From an optimization exercise on the open Yosys and OpenROAD flow, aimed at small area, a short achievable clock period and few clock cycles per item; shortcuts taken in it are not production practice. Where RTL was checked, it was by simulation tests only, not by an equivalence proof against the original. For runs 1 to 6, only the layout was checked, not whether the RTL still works. Power and IR drop assume default switching activity.

<file path="flow/config.mk">
export PLATFORM = sky130hd
export DESIGN_NAME = irrigation_pump_controller
export DESIGN_NICKNAME = irrigation_pump_controller
export VERILOG_FILES = /design/flow/design.v
export SDC_FILE = /design/flow/constraint.sdc
export NUM_CORES = 4
export LEC_CHECK = 0
export CAP_MARGIN = 20
export CORE_MARGIN = 2
export CORE_UTILIZATION = 40
export SETUP_SLACK_MARGIN = 4.0
export SLEW_MARGIN = 20
</file>
<file path="flow/constraint.sdc">
create_clock -name core_clock -period 7.5 [get_ports {clk}]
set_input_delay 1.5000 -clock core_clock [delete_from_list [all_inputs] [get_ports {clk}]]
set_output_delay 1.5000 -clock core_clock [all_outputs]
set_load 0.01 [all_outputs]
</file>
<file path="flow/design.v">
`timescale 1ns / 1ps
package ipc_pkg;
  localparam int unsigned TEMP_W   = 8;
  localparam int unsigned HUM_W    = 8;
  localparam int unsigned SOIL_W   = 7;
  localparam int unsigned SECS_W   = 16;
  localparam int unsigned FLOW_W   = 8;
  localparam int unsigned TOTAL_W  = 32;
  localparam int unsigned WATER_W  = 32;
  localparam int unsigned CFG_IDX_W  = 3;
  localparam int unsigned CFG_DATA_W = 16;
  localparam int unsigned IN_DATA_W  = 24;
  localparam int unsigned OUT_DATA_W = 40;
  localparam logic [TEMP_W-1:0] TEMP_THR_RST     = 8'd30;
  localparam logic [HUM_W-1:0]  HUM_THR_RST      = 8'd20;
  localparam logic [SOIL_W-1:0] MOIST_THR_RST    = 7'd35;
  localparam logic [SECS_W-1:0] MIN_RUN_RST      = 16'd10;
  localparam logic [SECS_W-1:0] MAX_RUN_RST      = 16'd20;
  localparam logic [SECS_W-1:0] REST_RST         = 16'd60;
  localparam logic [FLOW_W-1:0] FLOW_RST         = 8'd1;
  localparam logic KIND_TICK = 1'b0;
  localparam logic KIND_EVAL = 1'b1;
  typedef enum logic [CFG_IDX_W-1:0] {
    REG_TEMP_THR  = 3'd0,
    REG_HUM_THR   = 3'd1,
    REG_MOIST_THR = 3'd2,
    REG_MIN_RUN   = 3'd3,
    REG_MAX_RUN   = 3'd4,
    REG_REST      = 3'd5,
    REG_FLOW      = 3'd6
  } ipc_reg_idx_t;
  typedef struct packed {
    logic [TEMP_W-1:0] temp_threshold;
    logic [HUM_W-1:0]  humidity_threshold;
    logic [SOIL_W-1:0] moisture_threshold;
    logic [SECS_W-1:0] min_run_seconds;
    logic [SECS_W-1:0] max_run_seconds;
    logic [SECS_W-1:0] rest_seconds;
    logic [FLOW_W-1:0] flow_per_second;
  } ipc_cfg_t;
  typedef struct packed {
    logic              kind;
    logic [TEMP_W-1:0] temperature;
    logic [HUM_W-1:0]  humidity;
    logic [SOIL_W-1:0] soil_level;
    logic              manual;
  } ipc_item_t;
  typedef struct packed {
    logic               timer_active;
    logic [SECS_W-1:0]  elapsed_seconds;
    logic               motor_running;
    logic               rest_flag;
    logic               minimum_pending;
    logic               limit_reached;
    logic [TOTAL_W-1:0] total_seconds;
  } ipc_state_t;
  typedef struct packed {
    logic               pump_on;
    logic               resting;
    logic [TOTAL_W:0]   secs;
  } ipc_snap_t;
  typedef struct packed {
    logic               pump_on;
    logic               resting;
    logic [WATER_W-1:0] water_used;
  } ipc_result_t;
endpackage
`timescale 1ns / 1ps
module ipc_regs (
  input  logic                           clk,
  input  logic                           rst,
  input  logic                           wr_en,
  input  logic [ipc_pkg::CFG_IDX_W-1:0]  wr_index,
  input  logic [ipc_pkg::CFG_DATA_W-1:0] wr_data,
  output ipc_pkg::ipc_cfg_t              cfg
);
  logic [15:0] d0, d1;       
  assign d0 = wr_data & {16{!rst}};
  assign d1 = wr_data | {16{rst}};
  function automatic logic [15:0] pick(input logic [15:0] rv);
    pick = (d1 & rv) | (d0 & ~rv);
  endfunction
  logic [6:0] we;
  always_comb
    for (int k = 0; k < 7; k++) we[k] = rst || (wr_en && wr_index == 3'(k));
  logic [15:0] v_t, v_h, v_m, v_mn, v_mx, v_rs, v_f;
  assign v_t  = pick(16'(ipc_pkg::TEMP_THR_RST));
  assign v_h  = pick(16'(ipc_pkg::HUM_THR_RST));
  assign v_m  = pick(16'(ipc_pkg::MOIST_THR_RST));
  assign v_mn = pick(ipc_pkg::MIN_RUN_RST);
  assign v_mx = pick(ipc_pkg::MAX_RUN_RST);
  assign v_rs = pick(ipc_pkg::REST_RST);
  assign v_f  = pick(16'(ipc_pkg::FLOW_RST));
  always_ff @(posedge clk) begin
    if (we[ipc_pkg::REG_TEMP_THR])  cfg.temp_threshold     <= v_t[ipc_pkg::TEMP_W-1:0];
    if (we[ipc_pkg::REG_HUM_THR])   cfg.humidity_threshold <= v_h[ipc_pkg::HUM_W-1:0];
    if (we[ipc_pkg::REG_MOIST_THR]) cfg.moisture_threshold <= v_m[ipc_pkg::SOIL_W-1:0];
    if (we[ipc_pkg::REG_MIN_RUN])   cfg.min_run_seconds    <= v_mn;
    if (we[ipc_pkg::REG_MAX_RUN])   cfg.max_run_seconds    <= v_mx;
    if (we[ipc_pkg::REG_REST])      cfg.rest_seconds       <= v_rs;
    if (we[ipc_pkg::REG_FLOW])      cfg.flow_per_second    <= v_f[ipc_pkg::FLOW_W-1:0];
  end
endmodule
`timescale 1ns / 1ps
module bk_add #(parameter int W = 32) (
  input  logic [W-1:0] a, b,
  input  logic         ci,
  output logic [W-1:0] s,
  output logic         co
);
  localparam int L = $clog2(W);
  logic [W-1:0] p0, g0;
  logic [W-1:0] gg [0:2*L];
  logic [W-1:0] pp [0:2*L];
  assign p0 = a ^ b;
  assign g0 = a & b;
  always_comb begin
    logic [W-1:0] g, p;
    g = g0; p = p0;
    g[0] = g0[0] | (p0[0] & ci);
    for (int l = 0; l < L; l++) begin
      for (int i = 0; i < W; i++) begin
        if (((i + 1) % (2 << l)) == 0) begin
          g[i] = g[i] | (p[i] & g[i - (1 << l)]);
          p[i] = p[i] & p[i - (1 << l)];
        end
      end
    end
    for (int l = L - 2; l >= 0; l--) begin
      for (int i = 0; i < W; i++) begin
        if (((i + 1) % (2 << l)) == (1 << l) && i >= (2 << l)) begin
          g[i] = g[i] | (p[i] & g[i - (1 << l)]);
          p[i] = p[i] & p[i - (1 << l)];
        end
      end
    end
    s  = p0 ^ {g[W-2:0], ci};
    co = g[W-1];
  end
endmodule
`timescale 1ns / 1ps
module irrigation_pump_controller (
  input  logic                           clk,
  input  logic                           rst,
  input  logic                           s_axis_tvalid,
  output logic                           s_axis_tready,
  input  logic [ipc_pkg::IN_DATA_W-1:0]  s_axis_tdata,
  input  logic                           s_axis_tuser,
  output logic                           m_axis_tvalid,
  input  logic                           m_axis_tready,
  output logic [ipc_pkg::OUT_DATA_W-1:0] m_axis_tdata,
  input  logic                           cfg_valid,
  output logic                           cfg_ready,
  input  logic [ipc_pkg::CFG_IDX_W-1:0]  cfg_index,
  input  logic [ipc_pkg::CFG_DATA_W-1:0] cfg_data
);
  ipc_pkg::ipc_cfg_t cfg;
  assign cfg_ready = 1'b1;
  ipc_regs u_regs (
    .clk      (clk),
    .rst      (rst),
    .wr_en    (cfg_valid),
    .wr_index (cfg_index),
    .wr_data  (cfg_data),
    .cfg      (cfg)
  );
  logic        timer_active;
  logic [15:0] elapsed;
  logic        e_sat;       
  logic        motor;
  logic        resting;
  logic        pending;
  logic        limit;
  logic [31:0] secs;        
  logic        secs_ovf;    
  logic [31:0] water;       
  logic        water_ovf;   
  logic        out_valid;
  logic        busy;        
  logic        clr;         
  logic [2:0]  bit_i;       
  logic        f_bit;       
  logic        held;        
  logic accept;
  assign s_axis_tready = !busy && (!out_valid || m_axis_tready);
  assign accept        = s_axis_tvalid && s_axis_tready;
  logic is_tick, is_manual, is_auto, need;
  assign is_tick   = !s_axis_tuser;
  assign is_manual = s_axis_tuser && s_axis_tdata[23];
  assign is_auto   = s_axis_tuser && !s_axis_tdata[23];
  assign need = (s_axis_tdata[7:0] > cfg.temp_threshold) ||
                (s_axis_tdata[15:8] < cfg.humidity_threshold) ||
                (s_axis_tdata[22:16] < cfg.moisture_threshold);
  logic [15:0] e_inc;
  logic        gt_min, gt_max, ge_rest;
  assign e_inc   = e_sat ? elapsed : elapsed + 16'd1;
  assign gt_min  = (elapsed >= cfg.min_run_seconds) && !(e_sat && &cfg.min_run_seconds);
  assign gt_max  = (elapsed >= cfg.max_run_seconds) && !(e_sat && &cfg.max_run_seconds);
  assign ge_rest = e_sat || (elapsed >= cfg.rest_seconds) || (e_inc == cfg.rest_seconds);
  logic pend_eff, limit_eff, keep_run, start, run_end;
  assign pend_eff  = !timer_active || pending;
  assign limit_eff = timer_active && limit;
  assign keep_run  = motor && pend_eff;
  assign start     = !resting && !keep_run && need && !limit_eff;
  assign run_end   = !resting && !keep_run && !(need && !limit_eff) && motor;
  logic restart;    
  assign restart = accept && is_auto && start && !motor && timer_active;
  logic flow_wr;
  assign flow_wr = cfg_valid && (cfg_index == 3'd6);
  logic [15:0] secs_add;
  logic [32:0] secs_sum;
  assign secs_add = clr ? elapsed : {15'd0, !e_sat};
  bk_add #(32) u_secs_add (.a(secs), .b({16'd0, secs_add}), .ci(1'b0),
                           .s(secs_sum[31:0]), .co(secs_sum[32]));
  logic [31:0] w_a;
  logic [31:0] w_b;
  logic [32:0] w_sum;
  logic [2:0]  bit_n;
  assign w_a   = busy ? {water[30:0], 1'b0} : water;
  assign w_b   = busy ? (f_bit ? secs : 32'd0) : {24'd0, cfg.flow_per_second};
  bk_add #(32) u_water_add (.a(w_a), .b(w_b), .ci(1'b0),
                            .s(w_sum[31:0]), .co(w_sum[32]));
  assign bit_n = bit_i - 3'd1;
  always_ff @(posedge clk) begin
    if (rst) begin
      timer_active <= 1'b0;
      elapsed      <= '0;
      e_sat        <= 1'b0;
      motor        <= 1'b0;
      resting      <= 1'b0;
      pending      <= 1'b1;
      limit        <= 1'b0;
      secs         <= '0;
      secs_ovf     <= 1'b0;
      water        <= '0;
      water_ovf    <= 1'b0;
      out_valid    <= 1'b0;
      busy         <= 1'b0;
      clr          <= 1'b0;
      bit_i        <= '0;
      f_bit        <= 1'b0;
      held         <= 1'b0;
    end else begin
      if (m_axis_tready) out_valid <= 1'b0;
      if (clr) begin
        clr       <= 1'b0;
        water     <= '0;
        water_ovf <= 1'b0;
        bit_i     <= 3'd7;
        f_bit     <= cfg.flow_per_second[7];
        if (held) begin
          secs     <= secs_sum[31:0];
          secs_ovf <= secs_ovf || secs_sum[32];
        end
      end else if (busy) begin
        water     <= w_sum[31:0];
        water_ovf <= water_ovf || w_sum[32] || water[31] || (f_bit && secs_ovf);
        bit_i     <= bit_n;
        f_bit     <= cfg.flow_per_second[bit_n];
        if (bit_i == 3'd0) begin
          busy      <= 1'b0;
          out_valid <= held;
          held      <= 1'b0;
        end
      end
      if (flow_wr) begin
        busy <= 1'b1;
        clr  <= 1'b1;
      end
      if (accept) begin
        out_valid <= !restart;
        if (restart) begin
          held <= 1'b1;
          busy <= 1'b1;
          clr  <= 1'b1;
        end
        if (is_tick) begin
          if (timer_active) begin
            elapsed <= e_inc;
            e_sat   <= &elapsed[15:1];
            if (motor) begin
              secs     <= secs_sum[31:0];
              secs_ovf <= secs_ovf || secs_sum[32];
              if (!e_sat) begin
                water     <= w_sum[31:0];
                water_ovf <= water_ovf || w_sum[32];
              end
              if (gt_min) pending <= 1'b0;
              if (gt_max) limit <= 1'b1;
            end else if (ge_rest) begin
              timer_active <= 1'b0;
              elapsed      <= '0;
              e_sat        <= 1'b0;
              resting      <= 1'b0;
            end
          end
        end else if (is_manual) begin
          if (motor) begin
            elapsed      <= '0;
            e_sat        <= 1'b0;
            timer_active <= 1'b0;
          end
          resting <= 1'b0;
          motor   <= 1'b0;
        end else begin
          pending <= pend_eff;
          limit   <= limit_eff;
          if (start) begin
            motor        <= 1'b1;
            timer_active <= 1'b1;
          end
          if (run_end) begin
            motor   <= 1'b0;
            elapsed <= '0;
            e_sat   <= 1'b0;
            resting <= 1'b1;
          end
        end
      end
    end
  end
  assign m_axis_tvalid = out_valid;
  assign m_axis_tdata  = {6'd0, water | {32{water_ovf}}, resting, motor};
endmodule
</file>
<file path="flow/run.sh">
#!/bin/bash
# synth_recipe.tcl (not shown) runs the flow's synth.tcl, then flattens the netlist and writes it again
# the make line also repeats each setting of config.mk as NAME=value (left out here)
make -C /OpenROAD-flow-scripts/flow DESIGN_CONFIG=/design/flow/config.mk WORK_HOME=/design/flow/orfs CLKGATE_MAP_FILE= SYNTH_SCRIPT=/design/flow/synth_recipe.tcl finish
</file>
==> out/metrics.cfg, run 1 <==
[power]
p_sw_mw=0.6265
p_leak_nw=6.449
p_sw_share_pct=27.95
power.total_mw=2.242
power_frac_seq_pct=47.9
clkPwrFrac_pct=40.1
max-vdd-ir-drop_uv=134.6
internal_power_mw=1.615
comb_power_share_pct=12.0
p_per_area_nw_per_um2=151.5

[floorplan]
dieArea_sq_um=31600
fp-row-count=63
start_util_pct=40.65
ios=92
die_width_um=177.8
fp.dieH_um=177.8
fp.coreArea_sq_um=29720

[clock_network]
cts_tree=done
cts.sinks=175
cts_buffers=17
cts.hold.buffers_added=0
htree_levels=4
clkSlewWorstSetupHoldPaths_ps=80
ctsRootBufferMaster=clkbuf_16
clkLatencyLatePin_ps=450
cts_max_path_buffers=2

[setup_path]
crit_start=busy
crit_path_max_fanout=5
path_common_cell=fa_2
end_kind=register
crit_end=water[30]
cp.arrival_ps=4020
slowest_delay_ps=520
start_kind=register
slowest_stage=fa_2
rr_startpoint=busy
cp.depth=18
r2r-end=water[30]
path_class=register to register
path_cells=buf_12, and2_4, a22o_1, ha_1, inv_2, fa_2, nor2b_4, o31ai_4, a21oi_2, a31oi_4, o31a_1, or3_4, a21oi_4, a31oi_2, fa_2, inv_1, a22oi_1, nor2_1
ff2ff_path_depth=18
cp_num_buf_inv=3
rrSetupSlack_ps=3770
critPathTopFamily=compound AO/OA/AOI/OAI gates
cp.required_ps=7790

[placed_design]
place_area_sq_um=13220
place_congestion=0.8565
io_buffers=84
place_hpwl_um=21110

[global_route]
antenna_found_initial=0
grt_pass1_wl_um=48730
grt_max_degree=78
grt_pass1_vias=9350
grt_use_total_pct=19.56
grt_overflow=0

[yosys]
ys.flop_type=dfxtp_1
synthArstFlopShare_pct=0
yosys_warnings=3
yosysUniqueCellTypes=77
synth_enable_flop_cells=79
synth.avg_cell_area_sq_um=9.481
synthCells=1274
synth_seq_area_share_pct=35.55
synth_top_area_cell=edfxtp_1
synth_top_area_share_pct=19.64
synthTopCellsByArea=edfxtp_1, dfxtp_1, ha_1
synth-seq-cells=175
netlist_area_sq_um=12080

[route]
first_pass_iters=5
avgRoutedWirePerCell_um=17.14
drt_iter0_drc=487
viasPerCell=5.416
vias=9560
drtAntennaViolNets=0
drc=0
wl_um=30260

[sta]
max_slew.worst_pin.slew_ps=919.4
clock.fmax_mhz=267.8
relSlewSlack_pct=38.58
period_minus_slack_ps=3734
slew_violations=0
finalSetupViolations=0
fin_hold_ws_ps=480.8
tns_ps=0
hold_viol_final=0
fin_crit_sh_pct=49.79
rsz0062_at_grt=yes
skew_ps=27.56

[final_layout]
design_area_sq_um=14790
num-nets-final=1561
drive_above_1_share_pct=19.20
antenna_cells=0
area_delta_synth_final_pct=22.48

[run_status]
outcome=complete, no violations

[job]
drv_cap=0

[hold_path]
hp-class=register to register
whs_path_depth=2

-- cells in the mapped netlist (all sizes together) (3+ instances only) --
cell type  count
o41ai          3
buf           22
inv          100
clkbuf        50
o21a           8
a31oi          9
o22a           6
dfxtp         96
o21bai         5
a221oi         9
nand3         20
fa            24
nand2b        15
nor2          90
edfxtp        79
or4            3
a21o          38
o211ai         8
o2111ai        7
mux2i          4
o221ai         4
mux2          30
o21ai         32
and2          20
nand4         33
nor3          15
or2           43
nor2b         30
a21oi         58
xor2          24
nand2         94
a2bb2oi        6
o31ai          4
a211o          4
or3            9
xnor2         29
a22o           9
a211oi        15
a22oi         25
nor4           9
ha           126
and3          28
-- sequential cells by signal, indices dropped and copies added (netlist names) --
| signal | count |
|---|---|
| clr | 1 |
| secs | 32 |
| water | 32 |
| resting | 1 |
| f_bit | 1 |
| e_sat | 1 |
| out_valid | 1 |
| held | 1 |
| pending | 1 |
| busy | 1 |
| motor | 1 |
| limit | 1 |
| u_regs.cfg | 79 |
| secs_ovf | 1 |
| timer_active | 1 |
| water_ovf | 1 |
| elapsed | 16 |
| bit_i | 3 |
-- area by class of cell --
type | count | area, sq um
clock inverter | 15 | 156.4
tap | 390 | 488.0
multi-input combinational | 934 | 7641
fill | 2697 | 14920
timing repair buffer | 134 | 1386
clock buffer | 17 | 425.4
inverter | 100 | 382.9
sequential | 175 | 4314
-- metal layers --
layer | routed length, um | track usage, % | vias to the layer above
met1 | 13930 | 25.72 | 4560
met2 | 14610 | 33.37 | 224
met5 | 0 | 0 | -
met4 | 448 | 5.396 | 0
met3 | 1263 | 2.935 | 31
li1 | - | - | 4745
-- cell usage in the layout, fill, tap and decap left out, drive strengths merged, types with 8 or more instances in the layout --
cell type,netlist,final
nor2,90,90
clkbuf,50,20
edfxtp,79,79
a221oi,9,9
a211oi,15,15
nand3,20,20
o211ai,8,8
a21o,38,39
a22o,9,9
a22oi,25,25
dlymetal6s2s,0,9
nand2,94,94
nand4,33,33
and3,28,28
nor4,9,9
o21a,8,8
mux2,30,30
a31oi,9,9
nor3,15,15
clkdlybuf4s50,0,63
buf,22,50
dfxtp,96,96
dlygate4sd2,0,8
fa,24,24
xor2,24,24
nor2b,30,30
nand2b,15,15
ha,126,126
or2,43,43
a21oi,58,59
o21ai,32,32
and2,20,20
inv,100,110
or3,9,9
xnor2,29,29
-- logic make-up (layout without fill, tap and decap cells) --
group                      count (synthesis)  in the layout  share of synthesized area, %
muxes                                     36             36                         3.501
other                                      2              7                       0.06217
adders and majority gates                150            150                         17.03
buffers and inverters                    172            266                         5.883
and+or+nand+nor                          418            418                         18.16
AOI/OAI and AO/OA                        268            270                         15.97
DFF                                      175            175                         35.55
xor gates and xnor gates                  53             53                         3.843
-- worst min-delay path by stage --
stage,startpoint,endpoint,slack (ps)
6_report,held,held,480
3_3_place_gp,held,held,460
2_1_floorplan,secs_ovf,secs_ovf,440
3_5_place_dp,held,held,470
4_1_cts,held,held,480
5_1_grt,held,held,510
-- tightest hold or removal path: stages (launching register included) --
cell and delay (ps):
dfxtp_1 320, nand2_1 60, a21oi_1 60
-- power groups by stage --
stage | clock (mW) | sequential, mW | combinational, mW
final | 0.898 | 1.07 | 0.270
after global routing | 0.958 | 1.08 | 0.300
after floorplan | 0 | 1.08 | 0.167
after CTS | 0.915 | 1.07 | 0.260
after detailed placement | 0 | 1.10 | 0.234
after global placement | 0 | 1.10 | 0.231
-- what timing repair did --
action / 4_1_cts / 5_1_grt
cloned: 4 / 2
endpoints found under the setup margin: 95 / 60
setup buffers: 24 / 13
gates resized for setup: 93 / 57
pin swaps: 45 / 50
-- per-stage QoR --
step / cells / setup WS, ps / utilization [%]
global route: 1765 / 3609 / 49.78
CTS: 1750 / 3755 / 48.56
global placement: 1690 / 2952 / 44.47
detailed placement: 1690 / 2901 / 44.47
finish: 1765 / 3766 / 49.78
floorplan: 1279 / 3687 / -
==> run 2, diff against run 1 <==
--- a/flow/design.v
+++ b/flow/design.v
@@ -194,9 +194,9 @@
   logic [15:0] e_inc;
   logic        gt_min, gt_max, ge_rest;
   assign e_inc   = e_sat ? elapsed : elapsed + 16'd1;
-  assign gt_min  = (elapsed >= cfg.min_run_seconds) && !(e_sat && &cfg.min_run_seconds);
-  assign gt_max  = (elapsed >= cfg.max_run_seconds) && !(e_sat && &cfg.max_run_seconds);
-  assign ge_rest = e_sat || (elapsed >= cfg.rest_seconds) || (e_inc == cfg.rest_seconds);
+  assign gt_min  = e_inc > cfg.min_run_seconds;
+  assign gt_max  = e_inc > cfg.max_run_seconds;
+  assign ge_rest = e_inc >= cfg.rest_seconds;
   logic pend_eff, limit_eff, keep_run, start, run_end;
   assign pend_eff  = !timer_active || pending;
   assign limit_eff = timer_active && limit;
==> flow/flow/run.sh (new file) <==
#!/bin/bash
# Own layout flow: the standard synthesis and layout, with two layout choices changed:
# the port buffers are the smallest buffer (every port still gets one), and clock tree
# synthesis inserts no dummy loads. Each tool's output goes to a log of its own.
set -euo pipefail
bash standard.sh synth > synth.log 2>&1
export BUFFER_PORTS_ARGS="-buffer_cell sky130_fd_sc_hd__buf_1"
export CTS_ARGS="-sink_clustering_enable -repair_clock_nets -dont_use_dummy_load"
bash standard.sh > layout.log 2>&1
==> flow/standard.sh (new file) <==
#!/bin/bash
# synth_recipe.tcl (not shown) runs the flow's synth.tcl, then flattens the netlist and writes it again
# the make line also repeats each setting of config.mk as NAME=value (left out here)
make -C /OpenROAD-flow-scripts/flow DESIGN_CONFIG=/design/flow/config.mk WORK_HOME=/design/flow/orfs CLKGATE_MAP_FILE= SYNTH_SCRIPT=/design/flow/synth_recipe.tcl "${@:-finish}"
removed: flow/run.sh
==> run 2 against run 1 <==
Effect of this change: still clean on timing, DRC and antenna; via count decreased by 7.4%; hold slack improved by 2.9 ps; sequential cell count unchanged; cell count decreased by 4.0%; utilization decreased by 3.1 points; sequential share of layout area increased by 3.0 points; largest power group unchanged.
==> out/metrics.cfg, run 2 <==
[final_layout]
fin_util_pct=46.72
final_cell_mix=ha_1, inv_1, nand2_1
final_common_cell=ha_1
drive_above_1_share_pct=17.56
antenna_cells=0
fillerInstances=2775
largest_reg_flops=79
reg_top3=u_regs.cfg x79, secs x32, water x32
area_delta_synth_final_pct=15.05
num-nets-final=1511
top_register=u_regs.cfg

[power]
max-vdd-ir-drop_uv=119.3
internal_power_mw=1.524
p_sw_mw=0.4866
power_frac_seq_pct=52.8
comb_power_share_pct=10.7
p_sw_share_pct=24.20
p_per_area_nw_per_um2=150.0
p_leak_nw=6.022
clkPwrFrac_pct=36.5

[hold_path]
hp-class=register to register

[yosys]
synth_top_family_by_area=simple AND/OR/NAND/NOR gates
synth-seq-cells=175
synthCells=1219
synthTopCellsByArea=edfxtp_1, dfxtp_1, ha_1
synth_seq_area_share_pct=36.84
synthArstFlopShare_pct=0
synth-xor-area-share_pct=3.607
ys.flop_type=dfxtp_1
netlist_area_sq_um=11660
yosysUniqueCellTypes=79
synth_common_cells=ha_1, inv_1, dfxtp_1
synth_enable_flop_cells=79
yosys.cell_count.top_type=ha_1
yosys.area_share.simple_pct=18.19
synth_top_area_share_pct=20.35
synthMuxAreaShare_pct=3.725
synth.avg_cell_area_sq_um=9.562
synth_top_area_cell=edfxtp_1
synth_compound_area_share_pct=14.01
yosys_warnings=3
synth-adder-area-share_pct=17.65

[sta]
rsz0062_at_grt=yes
finalSetupViolations=0
max_slew.worst_pin.slew_ps=899.5
slew_violations=0
fin_crit_sh_pct=46.40
tns_ps=0
period_minus_slack_ps=3480
hold_viol_final=0
clock.fmax_mhz=287.4
skew_ps=32.29
relSlewSlack_pct=39.91

[floorplan]
fp-row-count=62
fp.coreArea_sq_um=28700
start_util_pct=40.61
ios=92
fp.dieH_um=174.7
dieArea_sq_um=30520
die_width_um=174.7

[clock_network]
clkLatencyLatePin_ps=440
clkSlewWorstSetupHoldPaths_ps=70
ctsRootBufferMaster=clkbuf_16
cts_max_path_buffers=2
cts.sinks=175
htree_levels=4
cts_tree=done
cts_buffers=17

[route]
drc=0
first_pass_iters=5
drtAntennaViolNets=0
wl_um=27330
vias=8852
avgRoutedWirePerCell_um=16.13
viasPerCell=5.226
drt_iter0_drc=635

[setup_path]
end_kind=register
cp.arrival_ps=3750
crit_path_max_fanout=8
cp_num_buf_inv=5
path_class=register to register
path_cells=buf_12, clkinv_16, a22o_1, ha_2, inv_2, fa_2, nor2b_4, o2111ai_2, a211oi_2, o21ai_2, a21oi_2, buf_4, inv_1, fa_1, a2bb2oi_2, o22a_1, nor2_1
slowest_delay_ps=520
critPathTopFamily=compound AO/OA/AOI/OAI gates
start_kind=register
slowest_stage=fa_1
cp.required_ps=7770

[placed_design]
place_hpwl_um=19360
place_congestion=0.8328
io_buffers=84

[job]
drv_cap=0

[run_status]
outcome=complete, no violations

[global_route]
antenna_found_initial=0
grt_overflow=0
grt_use_total_pct=17.95
grt_pass1_vias=8523
grt_max_degree=73
grt_pass1_wl_um=44230

[run 2: changes by cell type in the layout (fill, tap and decap cells not counted), sizes merged, moves of 9 or more]
cell	previous run	this run
a21oi	59	80
a221oi	9	0
nand3b	0	13
o21ai	32	20
dlymetal6s2s	9	0
clkdlybuf4s50	63	0
inv	110	100
nand4	33	15
buf	50	126
[run 2: repair_timing]
| item | 4_1_cts | 5_1_grt |
|---|---|---|
| endpoints found under the setup margin | 52 | 47 |
| cloned | 2 | 1 |
| buffers inserted | 14 | 23 |
| hold buffers | 0 | 0 |
| gates resized for setup | 39 | 57 |
| pin swaps | 12 | 35 |
[run 2: cell families after synthesis]
family                     count (synthesis)
AOI/OAI and AO/OA                        240
xor gates and xnor gates                  48
adders and majority gates                150
buffers and inverters                    162
DFF                                      175
muxes                                     37
other                                      2
and+or+nand+nor                          405
[run 2: path summary, 6_finish.rpt]
path,from,to,slack (ps),cells after the start
worst min-delay path,secs_ovf,secs_ovf,480,2
worst min register to register,secs_ovf,secs_ovf,480,2
worst max-delay path,busy,water[20],4020,17
worst max register to register,busy,water[20],4020,17
[run 2: stage by stage]
| step | instance area (sq um) | power (mW) | instances | hold WS (ps) | setup slack (ps) |
|---|---|---|---|---|---|
| 6_report | 13410 | 2.011 | 1694 | 483.7 | 4020 |
| 5_1_grt | 13410 | 2.102 | 1694 | 509.4 | 3891 |
| 4_1_cts | 12980 | 2.030 | 1670 | 479.5 | 3989 |
| 3_5_place_dp | 12230 | 1.283 | 1637 | 470.7 | 2595 |
| 3_3_place_gp | 12230 | 1.279 | 1637 | 465.6 | 2673 |
| 2_1_floorplan | 11720 | 1.224 | 1224 | 439.8 | 3995 |
[run 2: worst min-delay path: stages, from the launching register on]
cell and delay (ps):
dfxtp_1 310, inv_1 50, o22ai_1 60
[run 2: final cells by class]
cell class              count  area (sq um)  share of cell area, %
repair buffers            130         760.7                  5.673
well taps                 384         480.5                  3.583
clock buffers              17         425.4                  3.172
flip-flops and latches    175          4318                  32.20
repair inverters            1         11.26                0.08397
inverters                 100         401.6                  2.995
multi-input cells         887          7013                  52.30
[run 2: power groups by stage]
stage / registers, mW / logic, mW / clock network (mW)
CTS: 1.06 / 0.209 / 0.758
global placement: 1.08 / 0.195 / 0
finish: 1.06 / 0.215 / 0.735
global route: 1.07 / 0.243 / 0.793
floorplan: 1.08 / 0.149 / 0
detailed placement: 1.09 / 0.198 / 0
[run 2: metal layers]
| metal | vias up | global-route usage [%] | wire, um |
|---|---|---|---|
| li1 | 4430 | - | - |
| met1 | 4231 | 25.65 | 13540 |
| met2 | 166 | 28.26 | 12510 |
| met3 | 25 | 2.807 | 971 |
| met4 | 0 | 4.792 | 306 |
| met5 | - | 0 | 0 |
==> run 3, diff against run 2 <==
--- a/flow/design.v
+++ b/flow/design.v
@@ -194,9 +194,13 @@
   logic [15:0] e_inc;
   logic        gt_min, gt_max, ge_rest;
   assign e_inc   = e_sat ? elapsed : elapsed + 16'd1;
-  assign gt_min  = e_inc > cfg.min_run_seconds;
+  logic [15:0] lim_a;
+  logic        cmp_a;
+  assign lim_a   = motor ? cfg.min_run_seconds : cfg.rest_seconds;
+  assign cmp_a   = (e_inc > lim_a) || (!motor && e_inc == lim_a);
+  assign gt_min  = cmp_a;
   assign gt_max  = e_inc > cfg.max_run_seconds;
-  assign ge_rest = e_inc >= cfg.rest_seconds;
+  assign ge_rest = cmp_a;
   logic pend_eff, limit_eff, keep_run, start, run_end;
   assign pend_eff  = !timer_active || pending;
   assign limit_eff = timer_active && limit;
==> run 3 against run 2 <==
Effect of this change: largest cell class unchanged; count of clock-buffer cells in the layout unchanged; critical path depth decreased by 1; clock power about the same; still clean on timing, DRC and antenna; combinational power increased by 2%.
==> out/metrics.cfg, run 3 <==
[setup_path]
crit_path_max_fanout=3
path_class=register to register
start_kind=register
ff2ff_path_depth=16
cp.arrival_ps=3980
end_kind=register
slowest_delay_ps=500
cp.required_ps=7860
slowest_stage=or4_4
path_cells=and3_4, and3_4, nand4_1, buf_6, nor2_4, nand3_2, xnor2_2, ha_1, a21o_1, a21o_1, a21oi_2, o21ai_2, o31a_4, or4_4, or3_4, o21ai_1

[yosys]
yosys_warnings=3
synth_top_area_share_pct=21.41
yosysUniqueCellTypes=59
synth.avg_cell_area_sq_um=9.882
ys.flop_type=dfxtp_1
synth_common_cells=ha_1, dfxtp_1, nor2_1
synth_enable_flop_cells=79
synthTopCellsByArea=edfxtp_1, dfxtp_1, ha_1
synthArstFlopShare_pct=0
netlist_area_sq_um=11080
synth-seq-cells=175
synth_top_area_cell=edfxtp_1
synth_seq_area_share_pct=38.76
yosys.cell_count.top_type=ha_1
synthCells=1121

[floorplan]
fp-row-count=60
dieArea_sq_um=29040
die_width_um=170.4
start_util_pct=40.88
ios=92
fp.dieH_um=170.4
fp.coreArea_sq_um=27100

[global_route]
grt_max_degree=63
grt_pass1_vias=8167
antenna_found_initial=0
grt_pass1_wl_um=42650
grt_overflow=0
grt_use_total_pct=18.78

[clock_network]
cts.sinks=175
htree_levels=4
clkSlewWorstSetupHoldPaths_ps=70
cts_max_path_buffers=2
cts_buffers=17
cts_tree=done
ctsRootBufferMaster=clkbuf_16
clkLatencyLatePin_ps=450

[job]
drv_cap=0

[power]
max-vdd-ir-drop_uv=105.6
p_leak_nw=5.826
p_per_area_nw_per_um2=153.3

[sta]
max_slew.worst_pin.slew_ps=850.9
tns_ps=0
hold_viol_final=0
clock.fmax_mhz=276.0
finalSetupViolations=0
fin_crit_sh_pct=48.31
slew_violations=0
skew_ps=38.96
rsz0062_at_grt=yes
relSlewSlack_pct=43.19
period_minus_slack_ps=3623

[placed_design]
place_hpwl_um=18660
place_congestion=0.8344
dp.cells=1533
io_buffers=84

[final_layout]
top_register=u_regs.cfg
final_cell_mix=ha_1, dfxtp_1, nor2_1, buf_1, nand2_1
final_cells=1602
largest_reg_flops=79
antenna_cells=0
area_delta_synth_final_pct=18.72
reg_top3=u_regs.cfg x79, secs x32, water x32
drive_above_1_share_pct=19.27
fillerInstances=2525
final_common_cell=ha_1
num-nets-final=1415

[hold_path]
whs_path_depth=2
hp-class=register to register

[route]
viasPerCell=5.260
avgRoutedWirePerCell_um=16.71
drt_iter0_drc=560
vias=8427
first_pass_iters=5
drc=0
wl_um=26770
drtAntennaViolNets=0

[run_status]
outcome=complete, no violations

-- run 3: cell count changes after synthesis, moves of 8 or more --
cell and change:
a21oi_1 -32, mux2i_1 +14, o21ai_0 +8, a22o_1 +13, nand2_1 -11, nand3b_1 -13
inv_1 -29, ha_1 -16
-- run 3: timing repair --
| action | CTS | global route |
|---|---|---|
| resized for setup | 63 | 61 |
| buffers inserted | 28 | 20 |
| cloned | 2 | 2 |
| hold buffers | 0 | 0 |
| pin swaps | 19 | 33 |
| endpoints found under the setup margin | 63 | 123 |
-- run 3: path summary, 6_finish.rpt --
check,from,slack (ps),endpoint
max,elapsed[4],3880,elapsed[13]
min,held,470,held
max reg2reg,elapsed[4],3880,elapsed[13]
min reg2reg,held,470,held
-- run 3: cell families after synthesis --
logic type      after synthesis  synth area share, %
xor+xnor                     48                3.795
mux                          52                5.286
buf+inv                     127                4.676
flops                       175                38.76
fa+ha+maj                   134                16.76
other cells                   2              0.06779
simple gates                354                16.05
compound gates              229                14.60
-- run 3: stage by stage --
stage,worst slack [ps],total power [mW],util (%),instance area [sq um],hold WS (ps)
2_1_floorplan,4002,1.219,-,11170,437.1
3_3_place_gp,3171,1.270,43.22,11710,460.3
3_5_place_dp,3036,1.275,43.22,11710,463.3
4_1_cts,3870,2.024,46.98,12730,471.9
5_1_grt,3685,2.098,48.53,13150,499.1
6_report,3877,2.016,48.53,13150,471.4
-- run 3: power by group --
part	switching, mW	leakage (nW)	internal [mW]
logic	0.128	4.06	0.0903
clock network	0.344	0.209	0.394
registers	0.0169	1.55	1.04
-- run 3: worst max-delay path: cells and delay by family, from the launching register on --
kind	cells	cell delay [ps]
AOI/OAI and AO/OA	6	920
xor gates and xnor gates	1	220
adders and majority gates	1	280
buffers and inverters	1	180
DFF	1	340
and+or+nand+nor	7	1600
-- run 3: area by class of cell --
| class | count | area (sq um) | share of cell area (%) |
|---|---|---|---|
| clock buffer | 17 | 425.4 | 3.235 |
| multi-input combinational | 824 | 6780 | 51.56 |
| inverter | 69 | 277.8 | 2.112 |
| timing repair inverter | 1 | 8.758 | 0.06660 |
| tap | 372 | 465.4 | 3.539 |
| sequential | 175 | 4319 | 32.84 |
| timing repair buffer | 144 | 874.6 | 6.650 |
-- run 3: layer usage --
metal | vias to the layer above | wire (um) | global-route usage [%]
li1 | 4198 | - | -
met1 | 4060 | 13250 | 26.34
met2 | 144 | 12330 | 30.15
met3 | 25 | 812 | 2.860
met4 | 0 | 371 | 5.165
met5 | - | 0 | 0
==> run 4, diff against run 3 <==
--- a/flow/config.mk
+++ b/flow/config.mk
@@ -8,5 +8,7 @@
 export CAP_MARGIN = 20
 export CORE_MARGIN = 2
 export CORE_UTILIZATION = 40
+export CTS_CLUSTER_DIAMETER = 200
+export CTS_CLUSTER_SIZE = 40
 export SETUP_SLACK_MARGIN = 4.0
 export SLEW_MARGIN = 20
==> run 4 against run 3 <==
Effect of this change: die area unchanged; fmax unchanged; routed wire length unchanged; largest cell class unchanged; still clean; sequential share of layout area unchanged; cell count unchanged; count of clock-buffer cells in the layout unchanged.
==> out/metrics.cfg, run 4 <==
[job]
drv_cap=0

[final_layout]
num-nets-final=1415
top_register=u_regs.cfg
final_cell_mix=ha_1, dfxtp_1, nor2_1, buf_1, nand2_1
area_delta_synth_final_pct=18.72
antenna_cells=0
final_cells=1602
drive_above_1_share_pct=19.27
largest_reg_flops=79
final_common_cell=ha_1
reg_top3=u_regs.cfg x79, secs x32, water x32
design_area_sq_um=13150

[sta]
fin_crit_sh_pct=48.31
max_slew.worst_pin.slew_ps=850.9
finalSetupViolations=0
tns_ps=0
relSlewSlack_pct=43.19
setup_ws_ps=3877
period_minus_slack_ps=3623
hold_viol_final=0
rsz0062_at_grt=yes
clock.fmax_mhz=276.0
slew_violations=0
skew_ps=38.96

[yosys]
synth_top_area_cell=edfxtp_1
synthArstFlopShare_pct=0
ys.flop_type=dfxtp_1
synth_enable_flop_cells=79
synth-seq-cells=175
synth.avg_cell_area_sq_um=9.882
synth_seq_area_share_pct=38.76
yosys.cell_count.top_type=ha_1
synthCells=1121
yosys_warnings=3
netlist_area_sq_um=11080
synthTopCellsByArea=edfxtp_1, dfxtp_1, ha_1
synth_common_cells=ha_1, dfxtp_1, nor2_1
yosysUniqueCellTypes=59
synth_top_area_share_pct=21.41

[clock_network]
clkSlewWorstSetupHoldPaths_ps=70
cts.sinks=175
htree_levels=4
cts_max_path_buffers=2
cts_tree=done
cts_buffers=17
clkLatencyLatePin_ps=450
ctsRootBufferMaster=clkbuf_16
cts.hold.buffers_added=0

[setup_path]
cp.required_ps=7860
path_class=register to register
rr_startpoint=elapsed[4]
start_kind=register
critPathTopFamily=simple AND/OR/NAND/NOR gates
cp.arrival_ps=3980
slowest_stage=or4_4
path_cells=and3_4, and3_4, nand4_1, buf_6, nor2_4, nand3_2, xnor2_2, ha_1, a21o_1, a21o_1, a21oi_2, o21ai_2, o31a_4, or4_4, or3_4, o21ai_1
rrSetupSlack_ps=3880
slowest_delay_ps=500
cp_num_buf_inv=1
crit_path_max_fanout=3
end_kind=register
ff2ff_path_depth=16
r2r-end=elapsed[13]

[power]
clkPwrFrac_pct=36.6
max-vdd-ir-drop_uv=105.6
internal_power_mw=1.527
p_sw_share_pct=24.26
p_leak_nw=5.826
p_per_area_nw_per_um2=153.3
p_sw_mw=0.4891
comb_power_share_pct=10.8
power_frac_seq_pct=52.6

[route]
wl_um=26770
viasPerCell=5.260
vias=8427
drc=0
avgRoutedWirePerCell_um=16.71
drtAntennaViolNets=0
first_pass_iters=5
drt_iter0_drc=560

[floorplan]
fp.dieH_um=170.4
dieArea_sq_um=29040
fp.coreArea_sq_um=27100
start_util_pct=40.88
die_width_um=170.4
ios=92
fp-row-count=60

[global_route]
grt_pass1_vias=8167
grt_pass1_wl_um=42650
grt_max_degree=63
grt_use_total_pct=18.78
grt_overflow=0
antenna_found_initial=0

[hold_path]
worstHoldStart=held
min_to=held
whs_path_depth=2
hp-class=register to register

[run_status]
outcome=complete, no violations

[placed_design]
place_congestion=0.8344
dp.cells=1533
io_buffers=84
place_area_sq_um=11710
dp_slack_ps=3036
place_hpwl_um=18660

==> run 4: kinds of logic after synthesis <==
group           Yosys count  share of synthesized area, %
simple gates            354                         16.05
other cells               2                       0.06779
compound gates          229                         14.60
mux                      52                         5.286
flops                   175                         38.76
fa+ha+maj               134                         16.76
xor+xnor                 48                         3.795
buf+inv                 127                         4.676
==> run 4: worst min-delay path, cell delays in order (launching register included) <==
cell     delay [ps]
dfxtp_1         320
nand2_1          50
a21oi_1          50
==> run 4: metal layers <==
layer | wire (um) | vias to the layer above | GRT usage (%)
li1 | - | 4198 | -
met1 | 13250 | 4060 | 26.34
met2 | 12330 | 144 | 30.15
met3 | 812 | 25 | 2.860
met4 | 371 | 0 | 5.165
met5 | 0 | - | 0
==> run 4: worst max path at each step <==
stage | from | endpoint | slack (ps) | cells past startpoint
2_1_floorplan | busy | water[31] | 4000 | 19
3_3_place_gp | busy | water[27] | 3170 | 15
3_5_place_dp | busy | water[31] | 3040 | 16
4_1_cts | elapsed[4] | elapsed[13] | 3870 | 15
5_1_grt | elapsed[1] | elapsed[13] | 3690 | 12
6_report | elapsed[4] | elapsed[13] | 3880 | 16
==> run 4: through the flow <==
step / util, % / hold slack, ps / power, mW
2_1_floorplan: - / 437.1 / 1.219
3_3_place_gp: 43.22 / 460.3 / 1.270
3_5_place_dp: 43.22 / 463.3 / 1.275
4_1_cts: 46.98 / 471.9 / 2.024
5_1_grt: 48.53 / 499.1 / 2.098
6_report: 48.53 / 471.4 / 2.016
==> run 4: layout make-up <==
class	count	area, sq um
repair buffers	144	874.6
clock buffers	17	425.4
well taps	372	465.4
fillers	2525	13950
flip-flops and latches	175	4319
multi-input cells	824	6780
repair inverters	1	8.758
inverters	69	277.8
==> run 4: what timing repair did <==
action	in CTS	in global routing
endpoints found under the setup margin	63	123
pin swaps	19	33
buffers inserted	28	20
gates cloned	2	2
gates resized for setup	63	61
==> run 4: power groups by stage <==
stage / registers, mW / clock network (mW) / logic [mW]
3_3_place_gp: 1.08 / 0 / 0.187
3_5_place_dp: 1.08 / 0 / 0.190
6_report: 1.06 / 0.738 / 0.219
4_1_cts: 1.06 / 0.753 / 0.210
5_1_grt: 1.06 / 0.789 / 0.245
2_1_floorplan: 1.08 / 0 / 0.143
==> run 5, diff against run 4 <==
--- a/flow/config.mk
+++ b/flow/config.mk
@@ -8,7 +8,5 @@
 export CAP_MARGIN = 20
 export CORE_MARGIN = 2
 export CORE_UTILIZATION = 40
-export CTS_CLUSTER_DIAMETER = 200
-export CTS_CLUSTER_SIZE = 40
-export SETUP_SLACK_MARGIN = 4.0
+export SETUP_SLACK_MARGIN = 4.4
 export SLEW_MARGIN = 20
==> run 5 against run 4 <==
Effect of this change: cell count fell by 0.31%; non-clock buffer count is 5 lower; die area unchanged; largest power group unchanged.
==> out/metrics.cfg, run 5 <==
[setup_path]
crit_path_max_fanout=8
cp.arrival_ps=3890
path_cells=and2_4, a22o_1, ha_2, inv_2, fa_2, nor2b_4, o2111ai_4, a31oi_4, o2111ai_2, a31oi_2, o21ai_2, a21oi_2, a31oi_2, fa_2, a2bb2oi_2, nor2_1
path_class=register to register
slowest_stage=fa_2
end_kind=register
cp.required_ps=7790
start_kind=register
slowest_delay_ps=540

[sta]
max_slew.worst_pin.slew_ps=750.5
finalSetupViolations=0
fin_crit_sh_pct=47.98
hold_viol_final=0
fin_hold_ws_ps=477.5
tns_ps=0
skew_ps=40.27
period_minus_slack_ps=3598
relSlewSlack_pct=49.87
slew_violations=0
rsz0062_at_grt=yes
clock.fmax_mhz=277.9

[final_layout]
num-nets-final=1410
final_common_cell=ha_1
area_delta_synth_final_pct=21.03
final_cell_mix=ha_1, dfxtp_1, nor2_1, buf_1
top_register=u_regs.cfg
fillerInstances=2478
multiInputGateArea_sq_um=7013
antenna_cells=0
fin_util_pct=49.47
regArea_sq_um=4328
reg_top3=u_regs.cfg x79, secs x32, water x32
largest_reg_flops=79
drive_above_1_share_pct=22.53

[global_route]
grt_pass1_vias=8425
grt_use_total_pct=19.31
grt_max_degree=60
grt_pass1_wl_um=44280
grt_overflow=0
antenna_found_initial=0

[floorplan]
fp.dieH_um=170.4
die_width_um=170.4
start_util_pct=40.88
fp.coreArea_sq_um=27100
dieArea_sq_um=29040
ios=92
fp-row-count=60

[yosys]
synth_seq_area_share_pct=38.76
synth-seq-cells=175
synth_top_area_cell=edfxtp_1
synth.avg_cell_area_sq_um=9.882
synthCells=1121
yosys.cell_count.top_type=ha_1
yosys_warnings=3
ys.flop_type=dfxtp_1
synthTopCellsByArea=edfxtp_1, dfxtp_1, ha_1
netlist_area_sq_um=11080
synthArstFlopShare_pct=0
yosysUniqueCellTypes=59
synth_top_area_share_pct=21.41
synth_enable_flop_cells=79
synth_common_cells=ha_1, dfxtp_1, nor2_1

[route]
first_pass_iters=5
viasPerCell=5.289
drtAntennaViolNets=0
vias=8446
drc=0
avgRoutedWirePerCell_um=16.98
drt_iter0_drc=482
wl_um=27120

[clock_network]
cts_buffers=17
cts.sinks=175
clkLatencyLatePin_ps=450
cts_max_path_buffers=2
ctsRootBufferMaster=clkbuf_16
cts_tree=done
clkSlewWorstSetupHoldPaths_ps=60
cts.hold.buffers_added=0
htree_levels=4

[hold_path]
hp-class=register to register

[placed_design]
io_buffers=84
place_congestion=0.8238
place_hpwl_um=18810

[power]
p_per_area_nw_per_um2=150.3
p_leak_nw=5.888
max-vdd-ir-drop_uv=99.85

[run_status]
outcome=complete, no violations

[job]
drv_cap=0

## run 5: metal layers
| metal | up-vias | GRT usage (%) | part of all wire, % | wire length [um] |
|---|---|---|---|---|
| met5 | - | 0 | 0 | 0 |
| met4 | 0 | 4.088 | 0.98 | 265 |
| met3 | 20 | 2.930 | 3.4 | 913 |
| met2 | 157 | 31.97 | 47 | 12820 |
| met1 | 4089 | 26.78 | 48 | 13120 |
| li1 | 4180 | - | - | - |
## run 5: worst paths after layout
path / slack (ps) / end / depth (start not counted) / startpoint
setup / recovery: 3900 / water[30] / 16 / busy
hold reg to reg: 480 / held / 2 / held
hold / removal: 480 / held / 2 / held
setup reg to reg: 3900 / water[30] / 16 / busy
## run 5: cell families after synthesis
kind of cell	Yosys count	share of synthesized area (%)
DFF	175	38.76
and+or+nand+nor	354	16.05
muxes	52	5.286
other	2	0.06779
buffers and inverters	127	4.676
adders and majority gates	134	16.76
xor gates and xnor gates	48	3.795
AOI/OAI and AO/OA	229	14.60
## run 5: stage by stage
step,power [mW],cells,setup WS (ps),instance area [sq um]
after floorplan,1.226,1126,4048,11380
after global placement,1.277,1532,3199,11870
after detailed placement,1.282,1532,3158,11870
after CTS,2.024,1583,3991,13070
after global routing,2.101,1597,3803,13410
final,2.016,1597,3902,13410
## run 5: final cells by class
class / count / share of cell area (%)
repair buffers: 139 / 6.775
clock buffers: 17 / 3.173
inverters: 69 / 1.997
flip-flops and latches: 175 / 32.28
multi-input cells: 825 / 52.30
well taps: 372 / 3.471
## run 5: power by group
part | total, mW | internal, mW | leakage [nW] | switching [mW]
sequential | 1.06 | 1.04 | 1.56 | 0.0176
combinational | 0.230 | 0.0962 | 4.12 | 0.133
clock | 0.726 | 0.394 | 0.209 | 0.332
total | 2.02 | 1.53 | 5.89 | 0.483
## run 5: worst max-delay path, delay by kind of cell (launching register included)
| kind | cells | cell delay (ps) |
|---|---|---|
| buf+inv | 1 | 40 |
| fa+ha+maj | 3 | 1070 |
| flops | 1 | 450 |
| simple gates | 3 | 400 |
| compound gates | 9 | 1520 |
## run 5: timing repair
item,CTS,global route
resized for setup,88,51
hold endpoints to repair,0,0
pin swaps,40,25
setup buffers,31,13
setup endpoints to repair,106,91
cloned,3,1
==> run 6, diff against run 5 <==
--- a/flow/config.mk
+++ b/flow/config.mk
@@ -7,6 +7,6 @@
 export LEC_CHECK = 0
 export CAP_MARGIN = 20
 export CORE_MARGIN = 2
-export CORE_UTILIZATION = 40
-export SETUP_SLACK_MARGIN = 4.4
+export CORE_UTILIZATION = 60
+export SETUP_SLACK_MARGIN = 4.0
 export SLEW_MARGIN = 20
==> run 6 against run 5 <==
Effect of this change: still clean; utilization up 23 points; cell count down 8.8%; final area is 3.1% lower; largest cell class unchanged.
==> out/metrics.cfg, run 6 <==
[final_layout]
fillerInstances=1376
largest_reg_flops=79
final_cell_mix=ha_1, dfxtp_1, buf_1
design_area_sq_um=12990
reg_top3=u_regs.cfg x79, secs x32, water x32
final_common_cell=ha_1
drive_above_1_share_pct=19.46
antenna_cells=0
multiInputGateArea_sq_um=6798
area_delta_synth_final_pct=17.29
num-nets-final=1413
regArea_sq_um=4323
top_register=u_regs.cfg

[global_route]
grt_overflow=0
antenna_found_initial=0
grt_max_degree=84
grt_use_total_pct=26.53
grt_pass1_wl_um=41430
grt_pass1_vias=8137

[floorplan]
ios=92
fp-row-count=49
dieArea_sq_um=19570
fp.dieH_um=139.9
start_util_pct=61.46
die_width_um=139.9
fp.coreArea_sq_um=18020

[setup_path]
ff2ff_path_depth=17
cp.required_ps=7780
crit_path_max_fanout=7
start_kind=register
end_kind=register
r2r-end=water[27]
cp.arrival_ps=3890
rr_startpoint=busy
rrSetupSlack_ps=3890
path_class=register to register

[clock_network]
ctsRootBufferMaster=clkbuf_16
cts.sinks=175
cts_max_path_buffers=2
clkLatencyLatePin_ps=440
cts_buffers=17
htree_levels=4
cts_tree=done
clkSlewWorstSetupHoldPaths_ps=60

[power]
max-vdd-ir-drop_uv=170.0
p_leak_nw=5.832
p_per_area_nw_per_um2=153.1

[route]
viasPerCell=5.878
drtAntennaViolNets=0
first_pass_iters=5
vias=8564
drt_iter0_drc=505
wl_um=26140
avgRoutedWirePerCell_um=17.94
drc=0

[sta]
tns_ps=0
rsz0062_at_grt=yes
finalSetupViolations=0
relSlewSlack_pct=38.49
fin_crit_sh_pct=48.19
hold_viol_final=0
skew_ps=34.33
clock.fmax_mhz=276.7
max_slew.worst_pin.slew_ps=922.7
slew_violations=0
period_minus_slack_ps=3614

[hold_path]
min_to=held
worstHoldStart=held
whs_path_depth=2
hp-class=register to register

[placed_design]
place_hpwl_um=18030
io_buffers=84
place_area_sq_um=11530
place_congestion=0.8854

[yosys]
synth_seq_area_share_pct=38.76
synth_compound_area_share_pct=14.60
synth.avg_cell_area_sq_um=9.882
synthCells=1121
synth_top_area_cell=edfxtp_1
synthTopCellsByArea=edfxtp_1, dfxtp_1, ha_1
synth_top_family_by_area=adder cells
yosys.cell_count.top_type=ha_1
synth_enable_flop_cells=79
synth_common_cells=ha_1, dfxtp_1, nor2_1
ys.flop_type=dfxtp_1
synth-adder-area-share_pct=16.76
synthMuxAreaShare_pct=5.286
synth-xor-area-share_pct=3.795
synth-seq-cells=175
yosys.area_share.simple_pct=16.05
yosys_warnings=3
netlist_area_sq_um=11080
synth_top_area_share_pct=21.41
synthArstFlopShare_pct=0
yosysUniqueCellTypes=59

[run_status]
outcome=complete, no violations

[job]
drv_cap=0

## run 6: cell counts after synthesis
Identical to the previous run, type by type.
## run 6: area by class of cell
cell class | instances | area share (%)
repair buffers | 143 | 6.885
inverters | 69 | 2.051
well taps | 229 | 2.205
clock buffers | 17 | 3.274
flip-flops and latches | 175 | 33.27
multi-input cells | 824 | 52.32
## run 6: report_power, final
group | switching, mW | internal [mW]
clock | 0.318 | 0.393
sequential | 0.0164 | 1.04
combinational | 0.127 | 0.0919
total | 0.461 | 1.53
## run 6: worst max-delay path, stage by stage (launching register included)
cell	delay, ps
dfxtp_4	400
buf_12	110
buf_12	120
buf_6	140
mux2_2	370
ha_1	290
o21ai_0	280
nand2b_1	170
o2111ai_2	140
a31oi_2	150
o21ai_2	190
buf_4	150
nand2_4	50
a31o_4	230
fa_2	330
xor2_1	160
a22oi_1	150
nor2_1	50
## run 6: kinds of logic (layout without fill, tap and decap cells)
kind of cell	count (synthesis)	after routing
xor gates and xnor gates	48	48
AOI/OAI and AO/OA	229	229
muxes	52	52
adders and majority gates	134	134
and+or+nand+nor	354	354
buffers and inverters	127	229
other	2	7
DFF	175	175
## run 6: metal layers
metal | vias to the layer above | part of all wire, % | wire (um) | global-route usage [%]
met5 | - | 0 | 0 | 0
met4 | 0 | 2.2 | 574 | 8.105
met3 | 36 | 5.3 | 1390 | 4.061
met2 | 233 | 49 | 12810 | 44.42
met1 | 4101 | 43 | 11370 | 35.76
li1 | 4194 | - | - | -
## run 6: worst max path at each step
stage                  endpoint  depth (start not counted)       start
CTS                 elapsed[13]                         15  elapsed[3]
detailed placement    water[27]                         15        busy
floorplan             water[31]                         19        busy
global route        elapsed[13]                         12  elapsed[1]
global placement      water[27]                         15        busy
finish                water[27]                         17        busy
## run 6: timing repair
action	CTS	global route
gates resized for setup	71	48
cloned	2	2
buffers inserted	24	22
pin swaps	21	20
hold buffers	0	0
setup endpoints to repair	49	60
## run 6: per-stage QoR
stage / total power [mW] / instances / util [%] / hold WS (ps) / setup slack (ps)
5_1_grt: 2.066 / 1457 / 72.09 / 505.4 / 3755
4_1_cts: 1.992 / 1433 / 69.69 / 475.6 / 3981
6_report: 1.989 / 1457 / 72.09 / 472.0 / 3886
3_3_place_gp: 1.269 / 1390 / 63.99 / 459.4 / 3161
3_5_place_dp: 1.274 / 1390 / 63.99 / 464.8 / 3064
2_1_floorplan: 1.219 / 1126 / - / 437.1 / 4002
==> run 7, diff against run 6 <==
--- a/flow/design.v
+++ b/flow/design.v
@@ -102,13 +102,12 @@
   end
 endmodule
 `timescale 1ns / 1ps
-module bk_add #(parameter int W = 32) (
+module bk_add #(parameter int W = 32, parameter int L = 5) (
   input  logic [W-1:0] a, b,
   input  logic         ci,
   output logic [W-1:0] s,
   output logic         co
 );
-  localparam int L = $clog2(W);
   logic [W-1:0] p0, g0;
   logic [W-1:0] gg [0:2*L];
   logic [W-1:0] pp [0:2*L];
@@ -194,13 +193,9 @@
   logic [15:0] e_inc;
   logic        gt_min, gt_max, ge_rest;
   assign e_inc   = e_sat ? elapsed : elapsed + 16'd1;
-  logic [15:0] lim_a;
-  logic        cmp_a;
-  assign lim_a   = motor ? cfg.min_run_seconds : cfg.rest_seconds;
-  assign cmp_a   = (e_inc > lim_a) || (!motor && e_inc == lim_a);
-  assign gt_min  = cmp_a;
+  assign gt_min  = e_inc > cfg.min_run_seconds;
   assign gt_max  = e_inc > cfg.max_run_seconds;
-  assign ge_rest = cmp_a;
+  assign ge_rest = e_inc >= cfg.rest_seconds;
   logic pend_eff, limit_eff, keep_run, start, run_end;
   assign pend_eff  = !timer_active || pending;
   assign limit_eff = timer_active && limit;
--- a/flow/config.mk
+++ b/flow/config.mk
@@ -7,6 +7,6 @@
 export LEC_CHECK = 0
 export CAP_MARGIN = 20
 export CORE_MARGIN = 2
-export CORE_UTILIZATION = 60
+export CORE_UTILIZATION = 40
 export SETUP_SLACK_MARGIN = 4.0
 export SLEW_MARGIN = 20
==> run 7 against run 6 <==
Effect of this change: first-iteration DRC count is 26% higher; largest power group unchanged; largest cell class unchanged; critical path depth unchanged; clock power up 3.4%.
==> out/metrics.cfg, run 7 <==
[run_status]
outcome=complete, no violations

[yosys]
netlist_area_sq_um=11660
yosys_warnings=3
synth_seq_area_share_pct=36.84
synth.avg_cell_area_sq_um=9.562
synth_top_area_cell=edfxtp_1
synth_top_area_share_pct=20.35
yosys.cell_count.top_type=ha_1
synth-seq-cells=175
yosysUniqueCellTypes=79
synth_enable_flop_cells=79
ys.flop_type=dfxtp_1
synthTopCellsByArea=edfxtp_1, dfxtp_1, ha_1
synthArstFlopShare_pct=0
synthCells=1219
synth_common_cells=ha_1, inv_1, dfxtp_1

[setup_path]
start_kind=register
end_kind=register
r2r-end=water[20]
ff2ff_path_depth=17
path_class=register to register
rr_startpoint=busy
crit_path_max_fanout=8
cp.required_ps=7770
rrSetupSlack_ps=4020
cp.arrival_ps=3750

[clock_network]
clkLatencyLatePin_ps=440
cts_tree=done
cts.sinks=175
ctsRootBufferMaster=clkbuf_16
cts_max_path_buffers=2
htree_levels=4
cts_buffers=17
clkSlewWorstSetupHoldPaths_ps=70
cts.hold.buffers_added=0

[placed_design]
dp_slack_ps=2595
place_congestion=0.8328
place_hpwl_um=19360
io_buffers=84
place_area_sq_um=12230
dp.cells=1637

[sta]
hold_viol_final=0
fin_crit_sh_pct=46.40
rsz0062_at_grt=yes
relSlewSlack_pct=39.91
clock.fmax_mhz=287.4
max_slew.worst_pin.slew_ps=899.5
slew_violations=0
finalSetupViolations=0
tns_ps=0
fin_hold_ws_ps=483.7
period_minus_slack_ps=3480
setup_ws_ps=4020
skew_ps=32.29

[hold_path]
worstHoldStart=secs_ovf
hp-class=register to register
min_to=secs_ovf
whs_path_depth=2

[route]
drt_iter0_drc=635
vias=8852
viasPerCell=5.226
drtAntennaViolNets=0
drc=0
avgRoutedWirePerCell_um=16.13
wl_um=27330
first_pass_iters=5

[floorplan]
die_width_um=174.7
fp.coreArea_sq_um=28700
start_util_pct=40.61
fp-row-count=62
fp.dieH_um=174.7
ios=92
dieArea_sq_um=30520

[final_layout]
final_common_cell=ha_1
fillerInstances=2775
design_area_sq_um=13410
largest_reg_flops=79
reg_top3=u_regs.cfg x79, secs x32, water x32
num-nets-final=1511
antenna_cells=0
final_cells=1694
multiInputGateArea_sq_um=7013
regArea_sq_um=4318
top_register=u_regs.cfg
final_cell_mix=ha_1, inv_1, nand2_1
drive_above_1_share_pct=17.56
area_delta_synth_final_pct=15.05
fin_util_pct=46.72

[power]
internal_power_mw=1.524
p_leak_nw=6.022
p_per_area_nw_per_um2=150.0
p_sw_share_pct=24.20
clkPwrFrac_pct=36.5
p_sw_mw=0.4866
max-vdd-ir-drop_uv=119.3
comb_power_share_pct=10.7
power_frac_seq_pct=52.8
power.total_mw=2.011

[global_route]
grt_pass1_wl_um=44230
grt_pass1_vias=8523
grt_overflow=0
grt_use_total_pct=17.95
grt_max_degree=73
antenna_found_initial=0

[job]
drv_cap=0

==> run 7: power by group through the flow <==
| stage | clock (mW) | combinational [mW] | sequential [mW] |
|---|---|---|---|
| 5_1_grt | 0.793 | 0.243 | 1.07 |
| 2_1_floorplan | 0 | 0.149 | 1.08 |
| 3_3_place_gp | 0 | 0.195 | 1.08 |
| 4_1_cts | 0.758 | 0.209 | 1.06 |
| 6_report | 0.735 | 0.215 | 1.06 |
| 3_5_place_dp | 0 | 0.198 | 1.09 |
==> run 7: how the worst max path moves through the flow <==
stage / startpoint / to / depth (start not counted) / slack [ps]
after global routing: busy / water[20] / 17 / 3890
after CTS: busy / water[29] / 16 / 3990
final: busy / water[20] / 17 / 4020
after detailed placement: busy / water[29] / 18 / 2590
after floorplan: busy / water[29] / 16 / 3990
after global placement: busy / water[29] / 18 / 2670
==> run 7: per-layer routing <==
metal	global-route usage, %	up-vias	part of all wire [%]
li1	-	4430	-
met1	25.65	4231	50
met2	28.26	166	46
met3	2.807	25	3.6
met4	4.792	0	1.1
met5	0	-	0
==> run 7: kinds of logic after synthesis <==
family | count (synthesis) | synth area share (%)
multiplexers | 37 | 3.725
XOR/XNOR | 48 | 3.607
adder cells (fa/ha/maj) | 150 | 17.65
buffers and inverters | 162 | 5.914
flip-flops | 175 | 36.84
AO/OA/AOI/OAI | 240 | 14.01
other | 2 | 0.06443
AND/OR/NAND/NOR | 405 | 18.19
==> run 7: repair_timing <==
action / CTS / global route
cloned: 2 / 1
setup buffers: 14 / 23
endpoints found under the setup margin: 52 / 47
pin swaps: 12 / 35
gates resized for setup: 39 / 57
==> run 7: critical path, cell delays in order, from the launching register on <==
cell and delay (ps):
dfxtp_4 380, buf_12 160, clkinv_16 50, a22o_1 140, ha_2 170, inv_2 40
fa_2 380, nor2b_4 140, o2111ai_2 160, a211oi_2 350, o21ai_2 120, a21oi_2 220
buf_4 150, inv_1 50, fa_1 520, a2bb2oi_2 130, o22a_1 140, nor2_1 40
==> run 7: cell type report <==
type | instances | area share, %
clock buffer | 17 | 3.172
inverter | 100 | 2.995
timing repair inverter | 1 | 0.08397
multi-input combinational | 887 | 52.30
sequential | 175 | 32.20
timing repair buffer | 130 | 5.673
tap | 384 | 3.583
Testbench counts of run 7, summed over its fixed seeds: cycles 20,316, items 20,000.

==> re-timing with driven ports <==
In the flow no input, the clock included, has a driving cell. The finished layouts below were timed again as built, in two steps. Step 1 assumes that a clkbuf_16 drives the clock port and a buf_2 every other input. Step 2 moves the port delays by t, midway between the first and last clock arrival at a register: inputs arrive t later, outputs are due t later. That takes back most of the time a late clock gives input paths. a / b / c = ideal / step 1 / step 2; a / b = the first two.
| run | t, ns | slack for setup (ns) | worst setup path at the end | cell pins on the clock port's net |
|---|---|---|---|---|
| run 1 | 0.483 | 3.766 / 3.766 / 3.587 | input to register | 1 |
| run 2 | 0.470 | 4.020 / 4.020 / 3.781 | input to register | 1 |
| run 3 | 0.480 | 3.877 / 3.877 / 3.670 | input to register | 1 |
| run 4 | 0.480 | 3.877 / 3.877 / 3.670 | input to register | 1 |
| run 5 | 0.472 | 3.902 / 3.902 / 3.902 | register to register | 1 |
| run 6 | 0.468 | 3.886 / 3.886 / 3.702 | input to register | 1 |
| run 7 | 0.470 | 4.020 / 4.020 / 3.781 | input to register | 1 |
After both steps every run listed still meets setup and hold.
